Source: an optimization exercise on an open RTL-to-GDS flow (aim: small area). Production flows keep margins and buffers that such runs may drop.
The RTL was checked by simulation tests, not by an equivalence proof against the original design.

## flow/design.v

```verilog
`timescale 1ns/10ps
`default_nettype none
module voiceMixer
(
	input logic [15:0] A,
	input logic [4:0] one,
	input logic [4:0] two,
	input logic [4:0] neg,
	input logic [32:0] ag,
	output logic [32:0] sum
);
	wire pp0_0 = ((one[0] & A[0]) | (two[0] & 1'b0)) ^ neg[0];
	wire pp0_1 = ((one[0] & A[1]) | (two[0] & A[0])) ^ neg[0];
	wire pp0_2 = ((one[0] & A[2]) | (two[0] & A[1])) ^ neg[0];
	wire pp0_3 = ((one[0] & A[3]) | (two[0] & A[2])) ^ neg[0];
	wire pp0_4 = ((one[0] & A[4]) | (two[0] & A[3])) ^ neg[0];
	wire pp0_5 = ((one[0] & A[5]) | (two[0] & A[4])) ^ neg[0];
	wire pp0_6 = ((one[0] & A[6]) | (two[0] & A[5])) ^ neg[0];
	wire pp0_7 = ((one[0] & A[7]) | (two[0] & A[6])) ^ neg[0];
	wire pp0_8 = ((one[0] & A[8]) | (two[0] & A[7])) ^ neg[0];
	wire pp0_9 = ((one[0] & A[9]) | (two[0] & A[8])) ^ neg[0];
	wire pp0_10 = ((one[0] & A[10]) | (two[0] & A[9])) ^ neg[0];
	wire pp0_11 = ((one[0] & A[11]) | (two[0] & A[10])) ^ neg[0];
	wire pp0_12 = ((one[0] & A[12]) | (two[0] & A[11])) ^ neg[0];
	wire pp0_13 = ((one[0] & A[13]) | (two[0] & A[12])) ^ neg[0];
	wire pp0_14 = ((one[0] & A[14]) | (two[0] & A[13])) ^ neg[0];
	wire pp0_15 = ((one[0] & A[15]) | (two[0] & A[14])) ^ neg[0];
	wire pp0_16 = ((one[0] & 1'b0) | (two[0] & A[15])) ^ neg[0];
	wire ns0 = ~neg[0];
	wire pp1_0 = ((one[1] & A[0]) | (two[1] & 1'b0)) ^ neg[1];
	wire pp1_1 = ((one[1] & A[1]) | (two[1] & A[0])) ^ neg[1];
	wire pp1_2 = ((one[1] & A[2]) | (two[1] & A[1])) ^ neg[1];
	wire pp1_3 = ((one[1] & A[3]) | (two[1] & A[2])) ^ neg[1];
	wire pp1_4 = ((one[1] & A[4]) | (two[1] & A[3])) ^ neg[1];
	wire pp1_5 = ((one[1] & A[5]) | (two[1] & A[4])) ^ neg[1];
	wire pp1_6 = ((one[1] & A[6]) | (two[1] & A[5])) ^ neg[1];
	wire pp1_7 = ((one[1] & A[7]) | (two[1] & A[6])) ^ neg[1];
	wire pp1_8 = ((one[1] & A[8]) | (two[1] & A[7])) ^ neg[1];
	wire pp1_9 = ((one[1] & A[9]) | (two[1] & A[8])) ^ neg[1];
	wire pp1_10 = ((one[1] & A[10]) | (two[1] & A[9])) ^ neg[1];
	wire pp1_11 = ((one[1] & A[11]) | (two[1] & A[10])) ^ neg[1];
	wire pp1_12 = ((one[1] & A[12]) | (two[1] & A[11])) ^ neg[1];
	wire pp1_13 = ((one[1] & A[13]) | (two[1] & A[12])) ^ neg[1];
	wire pp1_14 = ((one[1] & A[14]) | (two[1] & A[13])) ^ neg[1];
	wire pp1_15 = ((one[1] & A[15]) | (two[1] & A[14])) ^ neg[1];
	wire pp1_16 = ((one[1] & 1'b0) | (two[1] & A[15])) ^ neg[1];
	wire ns1 = ~neg[1];
	wire pp2_0 = ((one[2] & A[0]) | (two[2] & 1'b0)) ^ neg[2];
	wire pp2_1 = ((one[2] & A[1]) | (two[2] & A[0])) ^ neg[2];
	wire pp2_2 = ((one[2] & A[2]) | (two[2] & A[1])) ^ neg[2];
	wire pp2_3 = ((one[2] & A[3]) | (two[2] & A[2])) ^ neg[2];
	wire pp2_4 = ((one[2] & A[4]) | (two[2] & A[3])) ^ neg[2];
	wire pp2_5 = ((one[2] & A[5]) | (two[2] & A[4])) ^ neg[2];
	wire pp2_6 = ((one[2] & A[6]) | (two[2] & A[5])) ^ neg[2];
	wire pp2_7 = ((one[2] & A[7]) | (two[2] & A[6])) ^ neg[2];
	wire pp2_8 = ((one[2] & A[8]) | (two[2] & A[7])) ^ neg[2];
	wire pp2_9 = ((one[2] & A[9]) | (two[2] & A[8])) ^ neg[2];
	wire pp2_10 = ((one[2] & A[10]) | (two[2] & A[9])) ^ neg[2];
	wire pp2_11 = ((one[2] & A[11]) | (two[2] & A[10])) ^ neg[2];
	wire pp2_12 = ((one[2] & A[12]) | (two[2] & A[11])) ^ neg[2];
	wire pp2_13 = ((one[2] & A[13]) | (two[2] & A[12])) ^ neg[2];
	wire pp2_14 = ((one[2] & A[14]) | (two[2] & A[13])) ^ neg[2];
	wire pp2_15 = ((one[2] & A[15]) | (two[2] & A[14])) ^ neg[2];
	wire pp2_16 = ((one[2] & 1'b0) | (two[2] & A[15])) ^ neg[2];
	wire ns2 = ~neg[2];
	wire pp3_0 = ((one[3] & A[0]) | (two[3] & 1'b0)) ^ neg[3];
	wire pp3_1 = ((one[3] & A[1]) | (two[3] & A[0])) ^ neg[3];
	wire pp3_2 = ((one[3] & A[2]) | (two[3] & A[1])) ^ neg[3];
	wire pp3_3 = ((one[3] & A[3]) | (two[3] & A[2])) ^ neg[3];
	wire pp3_4 = ((one[3] & A[4]) | (two[3] & A[3])) ^ neg[3];
	wire pp3_5 = ((one[3] & A[5]) | (two[3] & A[4])) ^ neg[3];
	wire pp3_6 = ((one[3] & A[6]) | (two[3] & A[5])) ^ neg[3];
	wire pp3_7 = ((one[3] & A[7]) | (two[3] & A[6])) ^ neg[3];
	wire pp3_8 = ((one[3] & A[8]) | (two[3] & A[7])) ^ neg[3];
	wire pp3_9 = ((one[3] & A[9]) | (two[3] & A[8])) ^ neg[3];
	wire pp3_10 = ((one[3] & A[10]) | (two[3] & A[9])) ^ neg[3];
	wire pp3_11 = ((one[3] & A[11]) | (two[3] & A[10])) ^ neg[3];
	wire pp3_12 = ((one[3] & A[12]) | (two[3] & A[11])) ^ neg[3];
	wire pp3_13 = ((one[3] & A[13]) | (two[3] & A[12])) ^ neg[3];
	wire pp3_14 = ((one[3] & A[14]) | (two[3] & A[13])) ^ neg[3];
	wire pp3_15 = ((one[3] & A[15]) | (two[3] & A[14])) ^ neg[3];
	wire pp3_16 = ((one[3] & 1'b0) | (two[3] & A[15])) ^ neg[3];
	wire ns3 = ~neg[3];
	wire pp4_0 = ((one[4] & A[0]) | (two[4] & 1'b0)) ^ neg[4];
	wire pp4_1 = ((one[4] & A[1]) | (two[4] & A[0])) ^ neg[4];
	wire pp4_2 = ((one[4] & A[2]) | (two[4] & A[1])) ^ neg[4];
	wire pp4_3 = ((one[4] & A[3]) | (two[4] & A[2])) ^ neg[4];
	wire pp4_4 = ((one[4] & A[4]) | (two[4] & A[3])) ^ neg[4];
	wire pp4_5 = ((one[4] & A[5]) | (two[4] & A[4])) ^ neg[4];
	wire pp4_6 = ((one[4] & A[6]) | (two[4] & A[5])) ^ neg[4];
	wire pp4_7 = ((one[4] & A[7]) | (two[4] & A[6])) ^ neg[4];
	wire pp4_8 = ((one[4] & A[8]) | (two[4] & A[7])) ^ neg[4];
	wire pp4_9 = ((one[4] & A[9]) | (two[4] & A[8])) ^ neg[4];
	wire pp4_10 = ((one[4] & A[10]) | (two[4] & A[9])) ^ neg[4];
	wire pp4_11 = ((one[4] & A[11]) | (two[4] & A[10])) ^ neg[4];
	wire pp4_12 = ((one[4] & A[12]) | (two[4] & A[11])) ^ neg[4];
	wire pp4_13 = ((one[4] & A[13]) | (two[4] & A[12])) ^ neg[4];
	wire pp4_14 = ((one[4] & A[14]) | (two[4] & A[13])) ^ neg[4];
	wire pp4_15 = ((one[4] & A[15]) | (two[4] & A[14])) ^ neg[4];
	wire pp4_16 = ((one[4] & 1'b0) | (two[4] & A[15])) ^ neg[4];
	wire ns4 = ~neg[4];
	wire s1 = ag[0] ^ neg[0] ^ pp0_0;
	wire c2 = (ag[0] & neg[0]) | (ag[0] & pp0_0) | (neg[0] & pp0_0);
	wire s3 = ag[1] ^ pp0_1 ^ c2;
	wire c4 = (ag[1] & pp0_1) | (ag[1] & c2) | (pp0_1 & c2);
	wire s5 = ag[2] ^ pp0_2 ^ c4;
	wire c6 = (ag[2] & pp0_2) | (ag[2] & c4) | (pp0_2 & c4);
	wire s7 = ag[3] ^ pp0_3 ^ c6;
	wire c8 = (ag[3] & pp0_3) | (ag[3] & c6) | (pp0_3 & c6);
	wire s9 = ag[4] ^ pp0_4 ^ c8;
	wire c10 = (ag[4] & pp0_4) | (ag[4] & c8) | (pp0_4 & c8);
	wire s11 = ag[5] ^ pp0_5 ^ c10;
	wire c12 = (ag[5] & pp0_5) | (ag[5] & c10) | (pp0_5 & c10);
	wire s13 = ag[6] ^ pp0_6 ^ c12;
	wire c14 = (ag[6] & pp0_6) | (ag[6] & c12) | (pp0_6 & c12);
	wire s15 = ag[7] ^ pp0_7 ^ c14;
	wire c16 = (ag[7] & pp0_7) | (ag[7] & c14) | (pp0_7 & c14);
	wire s17 = ag[8] ^ neg[1] ^ pp0_8;
	wire c18 = (ag[8] & neg[1]) | (ag[8] & pp0_8) | (neg[1] & pp0_8);
	wire s19 = pp1_0 ^ s17 ^ c16;
	wire c20 = (pp1_0 & s17) | (pp1_0 & c16) | (s17 & c16);
	wire s21 = ag[9] ^ pp0_9 ^ pp1_1;
	wire c22 = (ag[9] & pp0_9) | (ag[9] & pp1_1) | (pp0_9 & pp1_1);
	wire s23 = c18 ^ s21 ^ c20;
	wire c24 = (c18 & s21) | (c18 & c20) | (s21 & c20);
	wire s25 = ag[10] ^ neg[2] ^ pp0_10;
	wire c26 = (ag[10] & neg[2]) | (ag[10] & pp0_10) | (neg[2] & pp0_10);
	wire s27 = pp1_2 ^ pp2_0 ^ c22;
	wire c28 = (pp1_2 & pp2_0) | (pp1_2 & c22) | (pp2_0 & c22);
	wire s29 = s25 ^ s27 ^ c24;
	wire c30 = (s25 & s27) | (s25 & c24) | (s27 & c24);
	wire s31 = ag[11] ^ pp0_11 ^ pp1_3;
	wire c32 = (ag[11] & pp0_11) | (ag[11] & pp1_3) | (pp0_11 & pp1_3);
	wire s33 = pp2_1 ^ c26 ^ s31;
	wire c34 = (pp2_1 & c26) | (pp2_1 & s31) | (c26 & s31);
	wire s35 = c28 ^ s33 ^ c30;
	wire c36 = (c28 & s33) | (c28 & c30) | (s33 & c30);
	wire s37 = ag[12] ^ neg[3] ^ pp0_12;
	wire c38 = (ag[12] & neg[3]) | (ag[12] & pp0_12) | (neg[3] & pp0_12);
	wire s39 = pp1_4 ^ pp2_2 ^ pp3_0;
	wire c40 = (pp1_4 & pp2_2) | (pp1_4 & pp3_0) | (pp2_2 & pp3_0);
	wire s41 = c32 ^ s37 ^ s39;
	wire c42 = (c32 & s37) | (c32 & s39) | (s37 & s39);
	wire s43 = c34 ^ s41 ^ c36;
	wire c44 = (c34 & s41) | (c34 & c36) | (s41 & c36);
	wire s45 = ag[13] ^ pp0_13 ^ pp1_5;
	wire c46 = (ag[13] & pp0_13) | (ag[13] & pp1_5) | (pp0_13 & pp1_5);
	wire s47 = pp2_3 ^ pp3_1 ^ c38;
	wire c48 = (pp2_3 & pp3_1) | (pp2_3 & c38) | (pp3_1 & c38);
	wire s49 = c40 ^ s45 ^ c42;
	wire c50 = (c40 & s45) | (c40 & c42) | (s45 & c42);
	wire s51 = s47 ^ s49 ^ c44;
	wire c52 = (s47 & s49) | (s47 & c44) | (s49 & c44);
	wire s53 = ag[14] ^ neg[4] ^ pp0_14;
	wire c54 = (ag[14] & neg[4]) | (ag[14] & pp0_14) | (neg[4] & pp0_14);
	wire s55 = pp1_6 ^ pp2_4 ^ pp3_2;
	wire c56 = (pp1_6 & pp2_4) | (pp1_6 & pp3_2) | (pp2_4 & pp3_2);
	wire s57 = pp4_0 ^ c46 ^ s53;
	wire c58 = (pp4_0 & c46) | (pp4_0 & s53) | (c46 & s53);
	wire s59 = s55 ^ c48 ^ s57;
	wire c60 = (s55 & c48) | (s55 & s57) | (c48 & s57);
	wire s61 = c50 ^ s59 ^ c52;
	wire c62 = (c50 & s59) | (c50 & c52) | (s59 & c52);
	wire s63 = ag[15] ^ pp0_15 ^ pp1_7;
	wire c64 = (ag[15] & pp0_15) | (ag[15] & pp1_7) | (pp0_15 & pp1_7);
	wire s65 = pp2_5 ^ pp3_3 ^ pp4_1;
	wire c66 = (pp2_5 & pp3_3) | (pp2_5 & pp4_1) | (pp3_3 & pp4_1);
	wire s67 = c54 ^ c56 ^ s63;
	wire c68 = (c54 & c56) | (c54 & s63) | (c56 & s63);
	wire s69 = s65 ^ c58 ^ s67;
	wire c70 = (s65 & c58) | (s65 & s67) | (c58 & s67);
	wire s71 = c60 ^ s69 ^ c62;
	wire c72 = (c60 & s69) | (c60 & c62) | (s69 & c62);
	wire s73 = ag[16] ^ pp0_16 ^ pp1_8;
	wire c74 = (ag[16] & pp0_16) | (ag[16] & pp1_8) | (pp0_16 & pp1_8);
	wire s75 = pp2_6 ^ pp3_4 ^ pp4_2;
	wire c76 = (pp2_6 & pp3_4) | (pp2_6 & pp4_2) | (pp3_4 & pp4_2);
	wire s77 = c64 ^ c66 ^ s73;
	wire c78 = (c64 & c66) | (c64 & s73) | (c66 & s73);
	wire s79 = s75 ^ c68 ^ s77;
	wire c80 = (s75 & c68) | (s75 & s77) | (c68 & s77);
	wire s81 = c70 ^ s79 ^ c72;
	wire c82 = (c70 & s79) | (c70 & c72) | (s79 & c72);
	wire s83 = ag[17] ^ ns0 ^ pp1_9;
	wire c84 = (ag[17] & ns0) | (ag[17] & pp1_9) | (ns0 & pp1_9);
	wire s85 = pp2_7 ^ pp3_5 ^ pp4_3;
	wire c86 = (pp2_7 & pp3_5) | (pp2_7 & pp4_3) | (pp3_5 & pp4_3);
	wire s87 = c74 ^ c76 ^ s83;
	wire c88 = (c74 & c76) | (c74 & s83) | (c76 & s83);
	wire s89 = s85 ^ c78 ^ s87;
	wire c90 = (s85 & c78) | (s85 & s87) | (c78 & s87);
	wire s91 = ag[18] ^ pp1_10 ^ pp2_8;
	wire c92 = (ag[18] & pp1_10) | (ag[18] & pp2_8) | (pp1_10 & pp2_8);
	wire s93 = pp3_6 ^ pp4_4 ^ c84;
	wire c94 = (pp3_6 & pp4_4) | (pp3_6 & c84) | (pp4_4 & c84);
	wire s95 = c86 ^ s91 ^ c88;
	wire c96 = (c86 & s91) | (c86 & c88) | (s91 & c88);
	wire s97 = s93 ^ c90 ^ s95;
	wire c98 = (s93 & c90) | (s93 & s95) | (c90 & s95);
	wire s99 = ag[19] ^ pp1_11 ^ pp2_9;
	wire c100 = (ag[19] & pp1_11) | (ag[19] & pp2_9) | (pp1_11 & pp2_9);
	wire s101 = pp3_7 ^ pp4_5 ^ c92;
	wire c102 = (pp3_7 & pp4_5) | (pp3_7 & c92) | (pp4_5 & c92);
	wire s103 = s99 ^ c94 ^ s101;
	wire c104 = (s99 & c94) | (s99 & s101) | (c94 & s101);
	wire s105 = c96 ^ s103;
	wire c106 = c96 & s103;
	wire s107 = ag[20] ^ pp1_12 ^ pp2_10;
	wire c108 = (ag[20] & pp1_12) | (ag[20] & pp2_10) | (pp1_12 & pp2_10);
	wire s109 = pp3_8 ^ pp4_6 ^ c100;
	wire c110 = (pp3_8 & pp4_6) | (pp3_8 & c100) | (pp4_6 & c100);
	wire s111 = s107 ^ c102 ^ s109;
	wire c112 = (s107 & c102) | (s107 & s109) | (c102 & s109);
	wire s113 = c104 ^ s111;
	wire c114 = c104 & s111;
	wire s115 = ag[21] ^ pp1_13 ^ pp2_11;
	wire c116 = (ag[21] & pp1_13) | (ag[21] & pp2_11) | (pp1_13 & pp2_11);
	wire s117 = pp3_9 ^ pp4_7 ^ c108;
	wire c118 = (pp3_9 & pp4_7) | (pp3_9 & c108) | (pp4_7 & c108);
	wire s119 = s115 ^ c110 ^ s117;
	wire c120 = (s115 & c110) | (s115 & s117) | (c110 & s117);
	wire s121 = c112 ^ s119;
	wire c122 = c112 & s119;
	wire s123 = ag[22] ^ pp1_14 ^ pp2_12;
	wire c124 = (ag[22] & pp1_14) | (ag[22] & pp2_12) | (pp1_14 & pp2_12);
	wire s125 = pp3_10 ^ pp4_8 ^ c116;
	wire c126 = (pp3_10 & pp4_8) | (pp3_10 & c116) | (pp4_8 & c116);
	wire s127 = s123 ^ c118 ^ s125;
	wire c128 = (s123 & c118) | (s123 & s125) | (c118 & s125);
	wire s129 = c120 ^ s127;
	wire c130 = c120 & s127;
	wire s131 = ag[23] ^ pp1_15 ^ pp2_13;
	wire c132 = (ag[23] & pp1_15) | (ag[23] & pp2_13) | (pp1_15 & pp2_13);
	wire s133 = pp3_11 ^ pp4_9 ^ c124;
	wire c134 = (pp3_11 & pp4_9) | (pp3_11 & c124) | (pp4_9 & c124);
	wire s135 = s131 ^ c126 ^ s133;
	wire c136 = (s131 & c126) | (s131 & s133) | (c126 & s133);
	wire s137 = c128 ^ s135;
	wire c138 = c128 & s135;
	wire s139 = ag[24] ^ pp1_16 ^ pp2_14;
	wire c140 = (ag[24] & pp1_16) | (ag[24] & pp2_14) | (pp1_16 & pp2_14);
	wire s141 = pp3_12 ^ pp4_10 ^ c132;
	wire c142 = (pp3_12 & pp4_10) | (pp3_12 & c132) | (pp4_10 & c132);
	wire s143 = s139 ^ c134 ^ s141;
	wire c144 = (s139 & c134) | (s139 & s141) | (c134 & s141);
	wire s145 = c136 ^ s143;
	wire c146 = c136 & s143;
	wire s147 = ag[25] ^ ns1 ^ pp2_15;
	wire c148 = (ag[25] & ns1) | (ag[25] & pp2_15) | (ns1 & pp2_15);
	wire s149 = pp3_13 ^ pp4_11 ^ c140;
	wire c150 = (pp3_13 & pp4_11) | (pp3_13 & c140) | (pp4_11 & c140);
	wire s151 = s147 ^ c142 ^ s149;
	wire c152 = (s147 & c142) | (s147 & s149) | (c142 & s149);
	wire s153 = c144 ^ s151;
	wire c154 = c144 & s151;
	wire s155 = ag[26] ^ pp2_16 ^ pp3_14;
	wire c156 = (ag[26] & pp2_16) | (ag[26] & pp3_14) | (pp2_16 & pp3_14);
	wire s157 = pp4_12 ^ c148 ^ s155;
	wire c158 = (pp4_12 & c148) | (pp4_12 & s155) | (c148 & s155);
	wire s159 = c150 ^ s157 ^ c152;
	wire c160 = (c150 & s157) | (c150 & c152) | (s157 & c152);
	wire s161 = ag[27] ^ ns2 ^ pp3_15;
	wire c162 = (ag[27] & ns2) | (ag[27] & pp3_15) | (ns2 & pp3_15);
	wire s163 = pp4_13 ^ c156 ^ s161;
	wire c164 = (pp4_13 & c156) | (pp4_13 & s161) | (c156 & s161);
	wire s165 = c158 ^ s163;
	wire c166 = c158 & s163;
	wire s167 = ag[28] ^ pp3_16 ^ pp4_14;
	wire c168 = (ag[28] & pp3_16) | (ag[28] & pp4_14) | (pp3_16 & pp4_14);
	wire s169 = c162 ^ s167 ^ c164;
	wire c170 = (c162 & s167) | (c162 & c164) | (s167 & c164);
	wire s171 = ag[29] ^ ns3 ^ pp4_15;
	wire c172 = (ag[29] & ns3) | (ag[29] & pp4_15) | (ns3 & pp4_15);
	wire s173 = c168 ^ s171;
	wire c174 = c168 & s171;
	wire s175 = ag[30] ^ pp4_16 ^ c172;
	wire c176 = (ag[30] & pp4_16) | (ag[30] & c172) | (pp4_16 & c172);
	wire s177 = ag[31] ^ ns4;
	wire c178 = ag[31] & ns4;
	wire s179 = c80 ^ s89;
	wire c180 = c80 & s89;
	wire s181 = s97 ^ c180;
	wire c182 = s97 & c180;
	wire s183 = c98 ^ s105 ^ c182;
	wire c184 = (c98 & s105) | (c98 & c182) | (s105 & c182);
	wire s185 = c106 ^ s113 ^ c184;
	wire c186 = (c106 & s113) | (c106 & c184) | (s113 & c184);
	wire s187 = c114 ^ s121 ^ c186;
	wire c188 = (c114 & s121) | (c114 & c186) | (s121 & c186);
	wire s189 = c122 ^ s129 ^ c188;
	wire c190 = (c122 & s129) | (c122 & c188) | (s129 & c188);
	wire s191 = c130 ^ s137 ^ c190;
	wire c192 = (c130 & s137) | (c130 & c190) | (s137 & c190);
	wire s193 = c138 ^ s145 ^ c192;
	wire c194 = (c138 & s145) | (c138 & c192) | (s145 & c192);
	wire is195 = s179 ^ (c82);
	wire ip196 = s179;
	wire is197 = s181 ^ (c82 & ip196);
	wire ip198 = ip196 & s181;
	wire is199 = s183 ^ (c82 & ip198);
	wire ip200 = ip198 & s183;
	wire is201 = s185 ^ (c82 & ip200);
	wire ip202 = ip200 & s185;
	wire is203 = s187 ^ (c82 & ip202);
	wire ip204 = ip202 & s187;
	wire is205 = s189 ^ (c82 & ip204);
	wire ip206 = ip204 & s189;
	wire is207 = s191 ^ (c82 & ip206);
	wire ip208 = ip206 & s191;
	wire is209 = s193 ^ (c82 & ip208);
	wire ip210 = ip208 & s193;
	wire ic211 = c194 | (c82 & ip210);
	wire s212 = c146 ^ s153;
	wire c213 = c146 & s153;
	wire s214 = c154 ^ s159 ^ c213;
	wire c215 = (c154 & s159) | (c154 & c213) | (s159 & c213);
	wire s216 = c160 ^ s165 ^ c215;
	wire c217 = (c160 & s165) | (c160 & c215) | (s165 & c215);
	wire s218 = c166 ^ s169 ^ c217;
	wire c219 = (c166 & s169) | (c166 & c217) | (s169 & c217);
	wire s220 = c170 ^ s173 ^ c219;
	wire c221 = (c170 & s173) | (c170 & c219) | (s173 & c219);
	wire s222 = c174 ^ s175 ^ c221;
	wire c223 = (c174 & s175) | (c174 & c221) | (s175 & c221);
	wire s224 = c176 ^ s177 ^ c223;
	wire c225 = (c176 & s177) | (c176 & c223) | (s177 & c223);
	wire s226 = ag[32] ^ c178 ^ c225;
	wire c227 = (ag[32] & c178) | (ag[32] & c225) | (c178 & c225);
	wire is228 = s212 ^ (ic211);
	wire ip229 = s212;
	wire is230 = s214 ^ (ic211 & ip229);
	wire ip231 = ip229 & s214;
	wire is232 = s216 ^ (ic211 & ip231);
	wire ip233 = ip231 & s216;
	wire is234 = s218 ^ (ic211 & ip233);
	wire ip235 = ip233 & s218;
	wire is236 = s220 ^ (ic211 & ip235);
	wire ip237 = ip235 & s220;
	wire is238 = s222 ^ (ic211 & ip237);
	wire ip239 = ip237 & s222;
	wire is240 = s224 ^ (ic211 & ip239);
	wire ip241 = ip239 & s224;
	wire is242 = s226 ^ (ic211 & ip241);
	wire ip243 = ip241 & s226;
	wire ic244 = c227 | (ic211 & ip243);
	assign sum = {is242, is240, is238, is236, is234, is232, is230, is228, is209, is207, is205, is203, is201, is199, is197, is195, s81, s71, s61, s51, s43, s35, s29, s23, s19, s15, s13, s11, s9, s7, s5, s3, s1};
endmodule
`default_nettype wire
`timescale 1ns/10ps
`default_nettype none
module synthCore
(
	input logic MAX10_CLK2_50,
	input logic rstN,
	input logic sampleTick,
	input logic [25:0] cfg,
	output logic signed [15:0] sampleOut,
	output logic sampleValid
);
	logic [3:0][3:0] notes;
	logic [3:0][1:0] waves;
	logic [15:0] amp;
	logic rtV;
	logic [1:0] rtIdx;
	logic [3:0][7:0] ph;
	logic [2:0] st;
	logic [1:0] sw;
	logic lastF;
	logic [32:0] acc;
	wire wrV = cfg[25] & ~cfg[24];
	wire wrA = cfg[25] & cfg[24];
	always_ff @(posedge MAX10_CLK2_50 or negedge rstN) begin
		if (!rstN) begin
			notes <= '0;
			waves <= '0;
			amp <= '0;
			rtV <= 1'b0;
		end else begin
			rtV <= wrV;
			if (wrV) begin
				notes[cfg[23:22]] <= cfg[21:18];
				waves[cfg[23:22]] <= cfg[17:16];
			end
			if (wrA) amp <= cfg[15:0];
		end
	end
	always_ff @(posedge MAX10_CLK2_50) rtIdx <= cfg[23:22];
	wire [1:0] vi = st[1:0];
	wire enV = st[2];
	wire [1:0] tIdx = st[1:0] - 2'd1;
	wire tV = (st[2] & (st[1:0] != 2'd0)) | (st == 3'b000);
	wire [1:0] sIdx = {lastF | ~st[1], lastF | st[0]};
	wire sV = lastF | (st[2] & st[1]) | (st == 3'b000);
	wire [1:0] rot = sV ? sIdx : 2'd0;
	logic pzT, pzS;
	wire [7:0] sp = ph[0];
	wire [7:0] phNext = (pzS | (rtV && rtIdx == sIdx)) ? 8'd0 : (sp + {4'b0, notes[sIdx]} + 8'd1);
	wire [1:0] zSlot = rtIdx - rot - {1'b0, sV};
	wire zEn = rtV && !(enV && rtIdx == vi) && !(tV && rtIdx == tIdx);
	always_ff @(posedge MAX10_CLK2_50 or negedge rstN) begin
		if (!rstN) begin
			ph <= '0;
		end else begin
			for (int k = 0; k < 4; k++) begin
				if (zEn && zSlot == 2'(k)) ph[k] <= '0;
				else if (sV) ph[k] <= (k == 3) ? phNext : ph[(k + 1) % 4];
			end
		end
	end
	always_ff @(posedge MAX10_CLK2_50) begin
		pzT <= rtV && rtIdx == vi;
		pzS <= pzT | (rtV && rtIdx == tIdx);
		sw <= waves[tIdx];
	end
	logic [7:0] x;
	logic sn;
	logic [4:0] one, two, neg;
	wire isSq = (sw == 2'd2);
	wire isTri = (sw == 2'd3);
	always_comb begin
		case (sw)
			2'd1: begin x = {~sp[7], sp[6:0]}; sn = 1'b0; end
			2'd2: begin x = 8'h80; sn = ~sp[7]; end
			2'd3: begin x = {~sp[6], sp[5:0], 1'b0}; sn = sp[7]; end
			default: begin x = 8'h00; sn = 1'b0; end
		endcase
		one[0] = isSq;
		two[0] = isTri & sp[7];
		neg[0] = (isSq & ~sp[7]) | (isTri & sp[7]);
		for (int i = 0; i < 4; i++) begin
			logic b2, b1, b0;
			b2 = x[2*i+1];
			b1 = x[2*i];
			b0 = (i == 0) ? 1'b0 : x[2*i-1];
			one[i+1] = b1 ^ b0;
			two[i+1] = (b2 & ~b1 & ~b0) | (~b2 & b1 & b0);
			neg[i+1] = b2 ^ sn;
		end
	end
	wire [32:0] sum;
	localparam logic [32:0] frameBias = 33'h157f80000;
	wire first = (st == 3'b110);
	wire [32:0] ag = first ? frameBias : acc;
	voiceMixer mac (
		.A(amp),
		.one(one),
		.two(two),
		.neg(neg),
		.ag(ag),
		.sum(sum)
	);
	always_ff @(posedge MAX10_CLK2_50) acc <= sum;
	always_ff @(posedge MAX10_CLK2_50 or negedge rstN) begin
		if (!rstN) begin
			st <= 3'b001;
			lastF <= 1'b0;
			sampleValid <= 1'b0;
			sampleOut <= '0;
		end else begin
			if (st[2]) st <= {~&st[1:0], st[1:0] + 2'd1};
			else st <= sampleTick ? 3'b100 : 3'b001;
			lastF <= (st == 3'b000);
			sampleValid <= lastF;
			if (lastF) sampleOut <= sum[32:17];
		end
	end
endmodule
`default_nettype wire
```

## flow/flow/run.sh

```bash
#!/bin/bash
# The standard layout (standard.sh) with these changes:
# - synthesis: the standard flow's synthesis script, except that Yosys's generic ABC pass
#   before full-adder extraction is skipped (it scrambles the adders'
#   polarity), and the final ABC mapping
#   uses flow/abc_area.script (area-oriented amap mapping, no upsizing) instead of
#   ORFS's speed script; registers are not touched;
# - after synthesis, fapol.py picks each full adder's polarity (a full adder
#   is self-dual) so the netlist needs fewer inverters, and turns half adders
#   with one output in use into plain gates;
# - the port buffers are the smallest buffer cell;
# - clock tree synthesis inserts no dummy loads.
# Each tool's output goes to a log file here: synth.log, fapol.log, flow.log.
set -euo pipefail
W=$(pwd)
cat >> config.mk <<'EOC'
export BUFFER_PORTS_ARGS = -buffer_cell sky130_fd_sc_hd__buf_1
export CTS_ARGS = -sink_clustering_enable -repair_clock_nets -dont_use_dummy_load -buf_list {sky130_fd_sc_hd__clkbuf_4 sky130_fd_sc_hd__clkbuf_8}
EOC
{
  # The standard flow's synth wrapper, plus -noabc: no generic ABC pass before full-adder extraction
  echo 'proc synth {args} { yosys synth -nofsm -noshare -noabc {*}$args }'
  echo "proc abc {args} { set i [lsearch \$args -script]; if {\$i >= 0} { lset args [expr {\$i + 1}] $W/flow/abc_area.script }; yosys abc {*}\$args }"
  tail -n +2 synth_recipe.tcl
} > own_synth.tcl
sed "s#$W/synth_recipe.tcl#$W/own_synth.tcl#" standard.sh > own_standard.sh
grep -q own_synth.tcl own_standard.sh
bash own_standard.sh synth > synth.log 2>&1
R=orfs/results/sky130hd/synthCore/base
cp $R/1_2_yosys.v $R/1_2_yosys.orig.v
python3 flow/fapol.py $R/1_2_yosys.orig.v $R/1_2_yosys.v > fapol.log 2>&1
rm -f $R/1_synth.odb
bash own_standard.sh finish > flow.log 2>&1
```

## flow/flow/abc_area.script

```
strash
dc2
dch
amap
topo
```

## flow/flow/fapol.py

```python
#!/usr/bin/env python3
"""Choose the polarity of each full-adder cell in a mapped netlist to need as
few inverters as possible. A full adder is self-dual: FA(~a,~b,~c) gives ~sum
and ~carry, so a cell can take the complements of its inputs and give the
complements of its outputs. Inverter cells are dissolved into polarities,
the polarities chosen, and one inverter is put back for each net that some
load needs in the other polarity.

usage: fapol.py IN.v OUT.v
"""
import os
import re
import sys

src = open(sys.argv[1]).read()
m = re.search(r'^module\s+(\w+)\((.*?)\);\n', src, re.M | re.S)
head_end = m.end()
body_start = head_end
# split declarations and cells
cell_re = re.compile(r'  (sky130_fd_sc_hd__\w+)\s+(\S+)\s*\(\n(.*?)\n  \);\n', re.S)
pin_re = re.compile(r'\.(\w+)\((.*?)\)(?:,)?\s*$', re.M)
decls = []
cells = []
pos = head_end
rest = src[head_end:]
end_idx = rest.rindex('endmodule')
rest_body = rest[:end_idx]
i = 0
for mm in cell_re.finditer(rest_body):
    pre = rest_body[i:mm.start()]
    if pre.strip():
        decls.append(pre)
    pins = [(p, n.strip()) for p, n in pin_re.findall(mm.group(3))]
    cells.append([mm.group(1), mm.group(2), pins])
    i = mm.end()
tail = rest_body[i:]
assert not re.search(r'\bassign\b', rest_body), "assign statements not handled"
assert tail.strip() == '', tail[:200]

OUTPINS = {'X', 'Y', 'Q', 'Q_N', 'SUM', 'COUT', 'HI', 'LO'}

# half adders with one output in use become a plain xor2 or and2, whose input
# polarities are free (xor2/xnor2, and2/and2b/nor2)
_used = {}
for t, n, pins in cells:
    for p, net in pins:
        if p not in OUTPINS:
            _used[net] = _used.get(net, 0) + 1
for mm in re.finditer(r'^\s*output\s+(?:\[(\d+):(\d+)\]\s+)?(\w+);', src, re.M):
    if mm.group(1):
        for b in range(min(int(mm.group(1)), int(mm.group(2))), max(int(mm.group(1)), int(mm.group(2))) + 1):
            _used[f"{mm.group(3)}[{b}]"] = 1
    else:
        _used[mm.group(3)] = 1
_keep = []
nconv = 0
for c in cells:
    t, n, pins = c
    if re.fullmatch(r'sky130_fd_sc_hd__ha_\d+', t):
        d = dict(pins)
        su, co = _used.get(d.get('SUM'), 0), _used.get(d.get('COUT'), 0)
        if su and not co:
            c[0] = 'sky130_fd_sc_hd__xor2_1'
            c[2] = [('A', d['A']), ('B', d['B']), ('X', d['SUM'])]
            nconv += 1
        elif co and not su:
            c[0] = 'sky130_fd_sc_hd__and2_1'
            c[2] = [('A', d['A']), ('B', d['B']), ('X', d['COUT'])]
            nconv += 1
        elif not su and not co:
            nconv += 1
            continue
    _keep.append(c)
cells = _keep


def is_inv(t):
    return re.fullmatch(r'sky130_fd_sc_hd__(inv|clkinv)_\d+', t) is not None


def is_x(t):
    return re.fullmatch(r'sky130_fd_sc_hd__x(n?)or2_\d+', t) is not None


def toggle_x(t):
    return t.replace('xnor2', 'XOR2').replace('xor2', 'xnor2').replace('XOR2', 'xor2')


def is_and(t):
    return t == 'sky130_fd_sc_hd__and2_1' and not os.environ.get('FAPOL_NOAND')


def is_fa(t):
    return re.fullmatch(r'sky130_fd_sc_hd__fa_\d+', t) is not None


ports_out = set()
for mm in re.finditer(r'^\s*output\s+(?:\[(\d+):(\d+)\]\s+)?(\w+);', src, re.M):
    if mm.group(1):
        hi, lo = int(mm.group(1)), int(mm.group(2))
        for b in range(min(hi, lo), max(hi, lo) + 1):
            ports_out.add(f"{mm.group(3)}[{b}]")
    else:
        ports_out.add(mm.group(3))

driver = {}
for ci, (t, n, pins) in enumerate(cells):
    for p, net in pins:
        if p in OUTPINS:
            driver[net] = (ci, p)

# literal of a net: (base net, parity)
memo = {}


def lit(net):
    if net in memo:
        return memo[net]
    d = driver.get(net)
    if d is not None and is_inv(cells[d[0]][0]) and net not in ports_out:
        a = dict(cells[d[0]][2])['A']
        b, p = lit(a)
        r = (b, p ^ 1)
    else:
        r = (net, 0)
    memo[net] = r
    return r


fas = [ci for ci, c in enumerate(cells) if is_fa(c[0])]
fa_of_out = {}
for ci in fas:
    for p, net in cells[ci][2]:
        if p in ('SUM', 'COUT'):
            fa_of_out[net] = ci

# demands: list of (consumer cell or None for port, pin, base, parity)
demands = []
for ci, (t, n, pins) in enumerate(cells):
    if is_inv(t) and dict(pins)['Y'] not in ports_out:
        continue  # dissolved
    for p, net in pins:
        if p in OUTPINS:
            continue
        b, par = lit(net)
        demands.append((ci, p, b, par))
for net in ports_out:
    b, par = lit(net)
    if (b, par) != (net, 0):
        demands.append((None, net, b, par))

flip = {ci: 0 for ci in fas}
by_base = {}
for k, (ci, p, b, par) in enumerate(demands):
    by_base.setdefault(b, []).append(k)
fa_in_demands = {ci: [] for ci in fas}
for k, (ci, p, b, par) in enumerate(demands):
    if ci in flip:
        fa_in_demands[ci].append(k)


def phys(b):
    ci = fa_of_out.get(b)
    return flip[ci] if ci is not None else 0


def need(k):
    ci, p, b, par = demands[k]
    return par ^ (flip[ci] if ci in flip else 0)


import os
NOX = os.environ.get('FAPOL_NOX')
if NOX:
    is_x = lambda t: False
free = set(k for k, (ci, p, b, par) in enumerate(demands) if ci is not None and (is_x(cells[ci][0]) or is_and(cells[ci][0])))


def base_cost(b):
    ph = phys(b)
    return 1 if any(need(k) != ph for k in by_base.get(b, []) if k not in free) else 0


def fa_cost(ci):
    bs = set(demands[k][2] for k in fa_in_demands[ci])
    for p, net in cells[ci][2]:
        if p in ('SUM', 'COUT'):
            bs.add(net)
    return bs


def total():
    return sum(base_cost(b) for b in by_base)


before = total()
changed = True
rounds = 0
while changed and rounds < (0 if os.environ.get('FAPOL_NOFLIP') else 50):
    changed = False
    rounds += 1
    for ci in fas:
        bs = fa_cost(ci)
        c0 = sum(base_cost(b) for b in bs)
        flip[ci] ^= 1
        c1 = sum(base_cost(b) for b in bs)
        if c1 < c0:
            changed = True
        else:
            flip[ci] ^= 1
import random
rng = random.Random(1)
best = total()
best_flip = dict(flip)
cur = best
T = 1.0
for it in range(20000 if not os.environ.get('FAPOL_NOFLIP') else 0):
    ci = rng.choice(fas)
    bs = fa_cost(ci)
    c0 = sum(base_cost(b) for b in bs)
    flip[ci] ^= 1
    c1 = sum(base_cost(b) for b in bs)
    d = c1 - c0
    if d <= 0 or rng.random() < pow(2.718, -d / T):
        cur += d
        if cur < best:
            best = cur
            best_flip = dict(flip)
    else:
        flip[ci] ^= 1
    T = max(0.05, T * 0.9997)
flip.update(best_flip)
after = total()
print(f"fapol: {nconv} half adders made plain, {len(fas)} full adders, {sum(flip.values())} flipped, inverted nets {before} -> {after}", file=sys.stderr)

# rebuild
cnt = [0]


def fresh(tag):
    cnt[0] += 1
    return f"_fapol_{tag}{cnt[0]}_"


newwires = []
newcells = []
P = {}
N = {}


def pnet(b):
    if b not in P:
        if phys(b):
            # the flipped adder drives ~b; b itself through an inverter
            P[b] = b
        else:
            P[b] = b
    return P[b]


flipped_out = {}
for ci in fas:
    if flip[ci]:
        for p, net in cells[ci][2]:
            if p in ('SUM', 'COUT'):
                nn = fresh('n')
                newwires.append(nn)
                flipped_out[net] = nn


def get(b, want):
    """Physical net that carries b ^ want."""
    ph = phys(b)
    if ph:
        if want == 1:
            return flipped_out[b]
        key = (b, 0)
        if key not in N:
            N[key] = b
            newcells.append(('sky130_fd_sc_hd__inv_1', fresh('i'), [('A', flipped_out[b]), ('Y', b)]))
        return N[key]
    if want == 0:
        return b
    key = (b, 1)
    if key not in N:
        nn = fresh('n')
        newwires.append(nn)
        newcells.append(('sky130_fd_sc_hd__inv_1', fresh('i'), [('A', b), ('Y', nn)]))
        N[key] = nn
    return N[key]


out_cells = []
for ci, (t, n, pins) in enumerate(cells):
    if is_inv(t) and dict(pins)['Y'] not in ports_out:
        continue
    np = []
    andpol = []
    for p, net in pins:
        if p in OUTPINS:
            if ci in flip and flip[ci] and p in ('SUM', 'COUT'):
                np.append((p, flipped_out[net]))
            else:
                np.append((p, net))
        elif is_and(t):
            b, par = lit(net)
            have = phys(b)
            np.append((p, flipped_out[b] if have else b))
            andpol.append(have != par)
        elif is_x(t):
            b, par = lit(net)
            have = phys(b)
            np.append((p, flipped_out[b] if have else b))
            if have != par:
                t = toggle_x(t)
        else:
            b, par = lit(net)
            want = par ^ (flip[ci] if ci in flip else 0)
            np.append((p, get(b, want)))
    if is_and(t):
        (pa, na), (pb, nb2) = [(q, x) for q, x in np if q in ('A', 'B')]
        out = [x for q, x in np if q == 'X'][0]
        ia, ib = andpol
        if not ia and not ib:
            t, np = 'sky130_fd_sc_hd__and2_1', [('A', na), ('B', nb2), ('X', out)]
        elif ia and ib:
            t, np = 'sky130_fd_sc_hd__nor2_1', [('A', na), ('B', nb2), ('Y', out)]
        elif ia:
            t, np = 'sky130_fd_sc_hd__and2b_1', [('A_N', na), ('B', nb2), ('X', out)]
        else:
            t, np = 'sky130_fd_sc_hd__and2b_1', [('A_N', nb2), ('B', na), ('X', out)]
    if is_x(t):
        op = 'Y' if 'xnor2' in t else 'X'
        np = [((op if q in ('X', 'Y') else q), net) for q, net in np]
    out_cells.append((t, n, np))
for net in ports_out:
    b, par = lit(net)
    if (b, par) != (net, 0):
        # port driven through an inverter chain: keep one inverter
        out_cells.append(('sky130_fd_sc_hd__inv_1', fresh('i'), [('A', get(b, par ^ 1)), ('Y', net)]))
out_cells += newcells


def fmt(t, n, pins):
    ps = ",\n".join(f"    .{p}({net}{' ' if net.startswith(chr(92)) else ''})" for p, net in pins)
    return f"  {t} {n} (\n{ps}\n  );\n"


with open(sys.argv[2], 'w') as f:
    f.write(src[:head_end])
    f.write("".join(decls))
    for w in newwires:
        f.write(f"  wire {w};\n")
    for c in out_cells:
        f.write(fmt(*c))
    f.write("endmodule\n")
```

## flow/standard.sh

```bash
#!/bin/bash
# synth_recipe.tcl (not shown) runs the flow's synth.tcl, then flattens the netlist and writes it again
# the make line also repeats each setting of config.mk as NAME=value (left out here)
make -C /OpenROAD-flow-scripts/flow DESIGN_CONFIG=/design/flow/config.mk WORK_HOME=/design/flow/orfs CLKGATE_MAP_FILE= SYNTH_SCRIPT=/design/flow/synth_recipe.tcl "${@:-finish}"
```

## flow/config.mk

```make
export PLATFORM = sky130hd
export DESIGN_NAME = synthCore
export DESIGN_NICKNAME = synthCore
export VERILOG_FILES = /design/flow/design.v
export SDC_FILE = /design/flow/constraint.sdc
export NUM_CORES = 4
export LEC_CHECK = 0
export CAP_MARGIN = 20
export CORE_MARGIN = 2
export CORE_UTILIZATION = 60
export CTS_BUF_LIST = sky130_fd_sc_hd__clkbuf_8
export SLEW_MARGIN = 20
export BUFFER_PORTS_ARGS = -buffer_cell sky130_fd_sc_hd__buf_1
export CTS_ARGS = -sink_clustering_enable -repair_clock_nets -dont_use_dummy_load -buf_list {sky130_fd_sc_hd__clkbuf_4 sky130_fd_sc_hd__clkbuf_8}
```

## flow/constraint.sdc

```tcl
create_clock -name core_clock -period 10.0 [get_ports {MAX10_CLK2_50}]
set_input_delay 2.0000 -clock core_clock [delete_from_list [all_inputs] [get_ports {MAX10_CLK2_50}]]
set_output_delay 2.0000 -clock core_clock [all_outputs]
set_load 0.01 [all_outputs]
```

==> run notes <==
==> per-layer routing <==
layer / share of wire / wire [um]
met1: 0.43 / 9610
met2: 0.48 / 10600
met3: 0.059 / 1300
met4: 0.028 / 628
met5: 0 / 0
==> sequential cells by signal, indices dropped and copies added (netlist names) <==
| signal | cells |
|---|---|
| acc | 33 |
| notes | 16 |
| pzS | 1 |
| sampleValid | 1 |
| amp | 16 |
| sw | 2 |
| rtV | 1 |
| lastF | 1 |
| sampleOut | 16 |
| pzT | 1 |
| rtIdx | 2 |
| st | 3 |
| waves | 8 |
| ph | 32 |
==> worst min path at each step <==
stage	depth (start not counted)	slack, ns	endpoint	startpoint
after floorplan	1	0.39	pzS$_DFF_P_	pzT$_DFF_P_
after global placement	1	0.41	pzS$_DFF_P_	pzT$_DFF_P_
after detailed placement	1	0.41	pzS$_DFF_P_	pzT$_DFF_P_
after CTS	1	0.43	pzS$_DFF_P_	pzT$_DFF_P_
after global routing	1	0.45	pzS$_DFF_P_	pzT$_DFF_P_
final	1	0.43	pzS$_DFF_P_	pzT$_DFF_P_
==> cell usage in the layout, fill, tap and decap left out, types with 8 or more instances in the layout <==
| cell type | count |
|---|---|
| nor2_1 | 172 |
| o22ai_1 | 111 |
| a21oi_1 | 109 |
| inv_1 | 98 |
| dfrtp_1 | 93 |
| fa_1 | 78 |
| buf_1 | 44 |
| dfxtp_1 | 37 |
| a22oi_1 | 25 |
| nor2b_1 | 25 |
| nand2_1 | 24 |
| ha_1 | 23 |
| buf_4 | 22 |
| clkbuf_8 | 17 |
| o22a_1 | 16 |
| o21ai_0 | 15 |
| fa_2 | 15 |
| or2_0 | 12 |
| nand3_1 | 8 |
| o32ai_1 | 8 |
==> stage by stage <==
stage / TNS, ns / area [um^2] / worst slack (ns) / hold slack (ns)
after global routing: 0 / 9710 / 0.0532 / 0.449
after floorplan: 0 / 8830 / 0.0309 / 0.395
after global placement: 0 / 9420 / 0.0579 / 0.406
final: 0 / 9710 / 0.433 / 0.431
after CTS: 0 / 9660 / 0.0297 / 0.430
after detailed placement: -0.0827 / 9420 / -0.0787 / 0.414
==> repair_timing <==
action                     in CTS  in global routing
setup endpoints to repair       2                  9
gates resized for setup         2                 12
pin swaps                       0                  2
==> cell type report <==
class                   instances  area [um^2]  share of cell area
repair buffers                 69          358              0.0369
multi-input cells             701         5380               0.554
inverters                      98          368              0.0379
clock buffers                  17          234              0.0241
well taps                     184          230              0.0237
flip-flops and latches        133         3140               0.323
==> results.toml <==
[worst_setup_path]
path_buf_inv = 2
r2r_slack_ns = 0.43
cp_max_fo = 4
cpLargestDelayFamily = "adder cells"
startpoint_type = "flip-flop"
rr_startpoint = "sw[1]$_DFF_P_"
r2r_cells = 34
cp_slowest_cell = "fa_1"
crit_required_ns = 10.40
cp_common_cell = "fa_2"
worstSetupStartpoint = "sw[1]$_DFF_P_"
end_kind = "flip-flop"
critPathArrivalTime_ns = 9.97
cp.depth = 34
critPathKind = "reg2reg"
timing.rr.end = "sampleOut[15]$_DFFE_PN0P_"
crit_path_end = "sampleOut[15]$_DFFE_PN0P_"
slowest_delay_ns = 0.42

[clock_network]
clk_latency_ns = 0.45
root_buffer = "clkbuf_8"
cts.sinks = 133
hold_buffers = 0
cts_htree_levels = 4
clk_path_buf_depth = 2
postCtsSetupBuffers = 0
cts_buffers = 17
path_clk_slew_ns = 0.09
cts_tree = "yes"

[route]
avgViaCountPerCell = 6.09
wl_per_cell_um = 18.4
via_count = 7321
drt_wl_total_um = 22100
drc_errors = 0
drt-pass1-iter-count = 5
detail-route-antenna-nets = 0
drtIter0Drc = 788

[yosys]
synth.avg_cell_area_um2 = 9.43
syn_inst = 932
ys_warn_count = 1
synth_nets = 1077
netlist_area_um2 = 8790

[timing]
rsz0062_at_grt = "false"
hold_violations = 0
slew_violations = 0
maxSlewHeadroom = 0.251
finalSetupViolCount = 0
fmax_mhz = 105
tightest_slew_ns = 1.11
fin_skew_ns = 0.0379
period_share = 0.957
finalCriticalPeriod_ns = 9.57

[final_layout]
syn_to_final_growth_pct = 10.5
final_util = 0.673
nets = 1165
n_antenna_cell = 0
fin_cells = 1202
drive_above_1_share = 0.0707
nFillCells = 1170

[floorplan]
core_um2 = 14400
dieArea_um2 = 15600
die_x_um = 125
initial_core_util = 0.609
io_pins = 46
fp-row-count = 44
die_y_um = 125

[global_route]
use_met1 = 0.425
grt_pass1_wl_um = 37300
grtUsageMet2 = 0.472
antenna_found_initial = 0
grt_pass1_vias = 7315
overflow = 0
grt-busiest-layer = "met2"
grt_max_degree = 77
use_met3 = 0.0582
track_usage = 0.300

[run]
cap_violations = 0

[hold_path]
min_path_type = "reg2reg"

[placed_design]
gp_congestion = 0.905
placed_cells = 1183
place.port_buffers = 45
dp_hpwl_um = 16100

[run_status]
status = "timing/DRC/antenna clean"

==> re-timing with driven ports <==
The flow's constraints put no driver on any port. The routed layout listed below was extracted and timed again, unchanged, in two steps. Step 1: set_driving_cell puts a clkbuf_16 on MAX10_CLK2_50 and a buf_2 on each other input, an assumption about the parent block. Step 2 times the ports against the registers' clock, not the clock port: input delays grow and output delays shrink by t, the midpoint of the rising clock arrivals with the driver on. Slacks: no drivers / after step 1 / after step 2; pairs: no drivers / after step 1.
t, ns: 0.475
setup slack, ns: 0.433 / 0.433 / 0.433
worst slew at a driven data input, ns: 0.06
pins driven straight from the clock port: 1
After both steps setup and hold are still met in this run. The setup slack of this run moves by 0.000 ns with the drivers and by 0.000 ns with both steps.
